Source: an optimization exercise on an open RTL-to-GDS flow (aim: small area, a short achievable clock period and few clock cycles per item). Production flows keep margins and buffers that such runs may drop. Power figures rest on the tool's default switching activity, not on a simulated workload.

==> 09-08: inputs <==
==> flow/design.v <==
package gcm_pkg;
  localparam int BLOCK_W = 128;
  typedef enum logic [1:0] {
    ST_IDLE,
    ST_RUN,
    ST_DRAIN,
    ST_FIN
  } state_e;
  function automatic logic [BLOCK_W-1:0] inc_s(
    input logic [BLOCK_W-1:0] cb,
    input int                 s
  );
    logic [BLOCK_W-1:0] m;
    if (s >= BLOCK_W) m = '1;
    else              m = (128'd1 << s) - 128'd1;
    inc_s = (cb & ~m) | ((cb + 128'd1) & m);
  endfunction
  function automatic logic [BLOCK_W-1:0] mask_tail(
    input logic [BLOCK_W-1:0] blk,
    input logic [7:0]         nbits
  );
    logic [BLOCK_W-1:0] m;
    if (nbits >= 8'd128) m = '1;
    else                 m = ~({BLOCK_W{1'b1}} >> nbits);
    mask_tail = blk & m;
  endfunction
endpackage
module gctr_fifo #(
  parameter int WIDTH = 128,
  parameter int DEPTH = 4,
  localparam int AW   = $clog2(DEPTH)
) (
  input  logic             clk,
  input  logic             rst,
  input  logic             push_i,
  input  logic [WIDTH-1:0] din_i,
  input  logic             pop_i,
  output logic [WIDTH-1:0] dout_o,
  output logic             full_o,
  output logic             empty_o,
  output logic [AW:0]      count_o
);
  logic [WIDTH-1:0] mem_q [DEPTH];
  logic [AW-1:0]    wr_q, wr_d;
  logic [AW-1:0]    rd_q, rd_d;
  logic [AW:0]      cnt_q, cnt_d;
  logic             push_ok;
  logic             pop_ok;
  assign full_o  = (cnt_q == (AW+1)'(DEPTH));
  assign empty_o = (cnt_q == '0);
  assign count_o = cnt_q;
  assign dout_o  = mem_q[rd_q];
  assign push_ok = push_i && !full_o;
  assign pop_ok  = pop_i && !empty_o;
  always_comb begin
    wr_d  = wr_q;
    rd_d  = rd_q;
    cnt_d = cnt_q;
    if (push_ok) begin
      wr_d  = wr_q + AW'(1);
      cnt_d = cnt_d + (AW+1)'(1);
    end
    if (pop_ok) begin
      rd_d  = rd_q + AW'(1);
      cnt_d = cnt_d - (AW+1)'(1);
    end
  end
  always_ff @(posedge clk or posedge rst) begin
    if (rst) begin
      wr_q  <= '0;
      rd_q  <= '0;
      cnt_q <= '0;
    end else begin
      wr_q  <= wr_d;
      rd_q  <= rd_d;
      cnt_q <= cnt_d;
    end
  end
  always_ff @(posedge clk) begin
    if (push_ok) mem_q[wr_q] <= din_i;
  end
endmodule
module gctr_stream #(
  parameter int S         = 32,
  parameter int LEN_WIDTH = 32,
  parameter int DEPTH     = 8
) (
  input  logic                 clk,
  input  logic                 rst,
  input  logic                 start,
  input  logic [127:0]         icb_in,
  input  logic [LEN_WIDTH-1:0] msg_len_bits,
  input  logic                 din_valid,
  output logic                 din_ready,
  input  logic [127:0]         din,
  output logic                 aes_req_valid,
  input  logic                 aes_req_ready,
  output logic [127:0]         aes_req_block,
  input  logic                 aes_rsp_valid,
  input  logic [127:0]         aes_rsp_block,
  output logic                 dout_valid,
  input  logic                 dout_ready,
  output logic [127:0]         dout,
  output logic                 dout_last,
  output logic [7:0]           dout_nbits,
  output logic                 busy,
  output logic                 done,
  output logic                 err
);
  localparam int HW = LEN_WIDTH - 7;           
  localparam int PW = (DEPTH > 1) ? $clog2(DEPTH) : 1;
  localparam int CW = $clog2(DEPTH + 1);
  localparam logic [CW-1:0] DEPTH_C = CW'(DEPTH);
  logic           busy_q, fin_q, err_q;
  logic [127:0]   cb_q;
  logic [HW-1:0]  hi_q;          
  logic           part_q;        
  logic [6:0]     rem_q;
  logic [CW-1:0]  out_q;         
  logic [CW-1:0]  kc_q;          
  logic [PW-1:0]  wp_q, rp_q;
  logic [127:0]   ks_q [DEPTH];
  logic [127:0]   h_q;           
  logic           hv_q, hl_q;
  logic           accept, more, req_fire, rsp_ok, stray, x_fire, pop, x_last;
  logic           buffered, avail, store;
  logic [CW-1:0]  alloc;
  logic [127:0]   mask, ks, y;
  assign accept   = start && !busy_q;
  assign more     = (hi_q != '0) || part_q;
  assign alloc    = out_q + kc_q;
  assign aes_req_valid = busy_q && !fin_q && more && (alloc != DEPTH_C);
  assign aes_req_block = cb_q;
  assign req_fire      = aes_req_valid && aes_req_ready;
  assign rsp_ok = aes_rsp_valid && (out_q != '0);
  assign stray  = aes_rsp_valid && (out_q == '0);
  assign pop       = hv_q && dout_ready;
  assign buffered  = (kc_q != '0);
  assign avail     = buffered || rsp_ok;
  assign din_ready = avail && (!hv_q || dout_ready);
  assign x_fire    = din_ready && din_valid;
  assign x_last    = !more && (alloc == CW'(1));
  assign store     = rsp_ok && (buffered || !x_fire);
  assign mask = (x_last && rem_q != 7'd0) ? ~({128{1'b1}} >> rem_q) : {128{1'b1}};
  assign ks   = buffered ? ks_q[rp_q] : aes_rsp_block;
  assign y    = (ks ^ din) & mask;
  assign dout_valid = hv_q;
  assign dout       = h_q;
  assign dout_last  = hl_q;
  assign dout_nbits = (hl_q && rem_q != 7'd0) ? {1'b0, rem_q} : 8'd128;
  assign busy = busy_q;
  assign done = fin_q;
  assign err  = err_q;
  always_ff @(posedge clk or posedge rst) begin
    if (rst) begin
      busy_q <= 1'b0;
      fin_q  <= 1'b0;
      err_q  <= 1'b0;
      hi_q   <= '0;
      part_q <= 1'b0;
      rem_q  <= '0;
      out_q  <= '0;
      kc_q   <= '0;
      wp_q   <= '0;
      rp_q   <= '0;
      hv_q   <= 1'b0;
      hl_q   <= 1'b0;
    end else begin
      if (accept) begin
        busy_q <= 1'b1;
        fin_q  <= (msg_len_bits == '0);
      end else if (fin_q) begin
        busy_q <= 1'b0;
        fin_q  <= 1'b0;
      end else if (pop && hl_q) begin
        fin_q  <= 1'b1;
      end
      if (stray)       err_q <= 1'b1;
      else if (accept) err_q <= 1'b0;
      if (accept) begin
        hi_q   <= msg_len_bits[LEN_WIDTH-1:7];
        part_q <= |msg_len_bits[6:0];
        rem_q  <= msg_len_bits[6:0];
      end else if (req_fire) begin
        if (hi_q != '0) hi_q   <= hi_q - HW'(1);
        else            part_q <= 1'b0;
      end
      out_q <= out_q + CW'(req_fire) - CW'(rsp_ok);
      kc_q  <= kc_q + CW'(store) - CW'(x_fire && buffered);
      if (store)               wp_q <= (wp_q == PW'(DEPTH - 1)) ? '0 : wp_q + PW'(1);
      if (x_fire && buffered)  rp_q <= (rp_q == PW'(DEPTH - 1)) ? '0 : rp_q + PW'(1);
      if (x_fire) begin
        hv_q <= 1'b1;
        hl_q <= x_last;
      end else if (pop) begin
        hv_q <= 1'b0;
      end
    end
  end
  always_ff @(posedge clk) begin
    if (accept)        cb_q        <= icb_in;
    else if (req_fire) cb_q[S-1:0] <= cb_q[S-1:0] + S'(1);
    if (store)  ks_q[wp_q] <= aes_rsp_block;
    if (x_fire) h_q <= y;
  end
endmodule
==> flow/run.sh <==
#!/bin/bash
# synth_recipe.tcl (not shown) runs the flow's synth.tcl, then flattens the netlist and writes it again
# the make line also repeats each setting of config.mk as NAME=value (left out here)
make -C /OpenROAD-flow-scripts/flow DESIGN_CONFIG=/design/flow/config.mk WORK_HOME=/design/flow/orfs CLKGATE_MAP_FILE= SYNTH_SCRIPT=/design/flow/synth_recipe.tcl finish
==> flow/config.mk <==
export PLATFORM = sky130hd
export DESIGN_NAME = gctr_stream
export DESIGN_NICKNAME = gctr_stream
export VERILOG_FILES = /design/flow/design.v
export SDC_FILE = /design/flow/constraint.sdc
export NUM_CORES = 4
export LEC_CHECK = 0
export CAP_MARGIN = 20
export CORE_MARGIN = 2
export CORE_UTILIZATION = 55
export SETUP_SLACK_MARGIN = 3.0
export SLEW_MARGIN = 20
==> flow/constraint.sdc <==
create_clock -name core_clock -period 5.5 [get_ports {clk}]
set_input_delay 1.1000 -clock core_clock [delete_from_list [all_inputs] [get_ports {clk}]]
set_output_delay 1.1000 -clock core_clock [all_outputs]
set_load 0.01 [all_outputs]
==> 11-04 (differences from 09-08) <==
CORE_UTILIZATION = 40   (was 55)
SETUP_SLACK_MARGIN = default   (was 3.0)
==> results.txt <==
In synthesized area, 11-04 and 09-08 do not differ. Of 11-04 and 09-08, 11-04 has the higher count of clock-buffer cells in the layout (gap 21). Hold slack: 09-08 is higher than 11-04 (0.033 ns). Design area: 11-04 is lower than 09-08 (7.0%). In 11-04 the power is smaller than in 09-08, by about 6.5%. Of 11-04 and 09-08, 09-08 has the higher via count (gap about 11%, measured against 09-08).
Function was not checked in any run of this note: the RTL went through the layout flow alone.

## afterwards: timing with drivers on the ports
In the flow no input, the clock included, has a driving cell. The finished layouts below were timed again as built, in two steps.
Step 1, drivers: a clkbuf_16 drives clk and a buf_2 each remaining input, both assumed.
Step 2, shift: input delay + t, output delay - t, t = (earliest + latest rising clock arrival at the registers) / 2. This alone moves slack from input paths to output paths.
Slacks: ideal ports / drivers / drivers and shift; pairs: ideal ports / drivers.
| run | shift t [ns] | setup WS [ns] | worst setup path at the end |
|---|---|---|---|
| 09-08 | 0.822 | 1.347 / 1.345 / 1.347 | register to register |
| 11-04 | 0.843 | 0.555 / 0.475 / 1.199 | input to output |
After both steps every run listed still meets setup and hold.
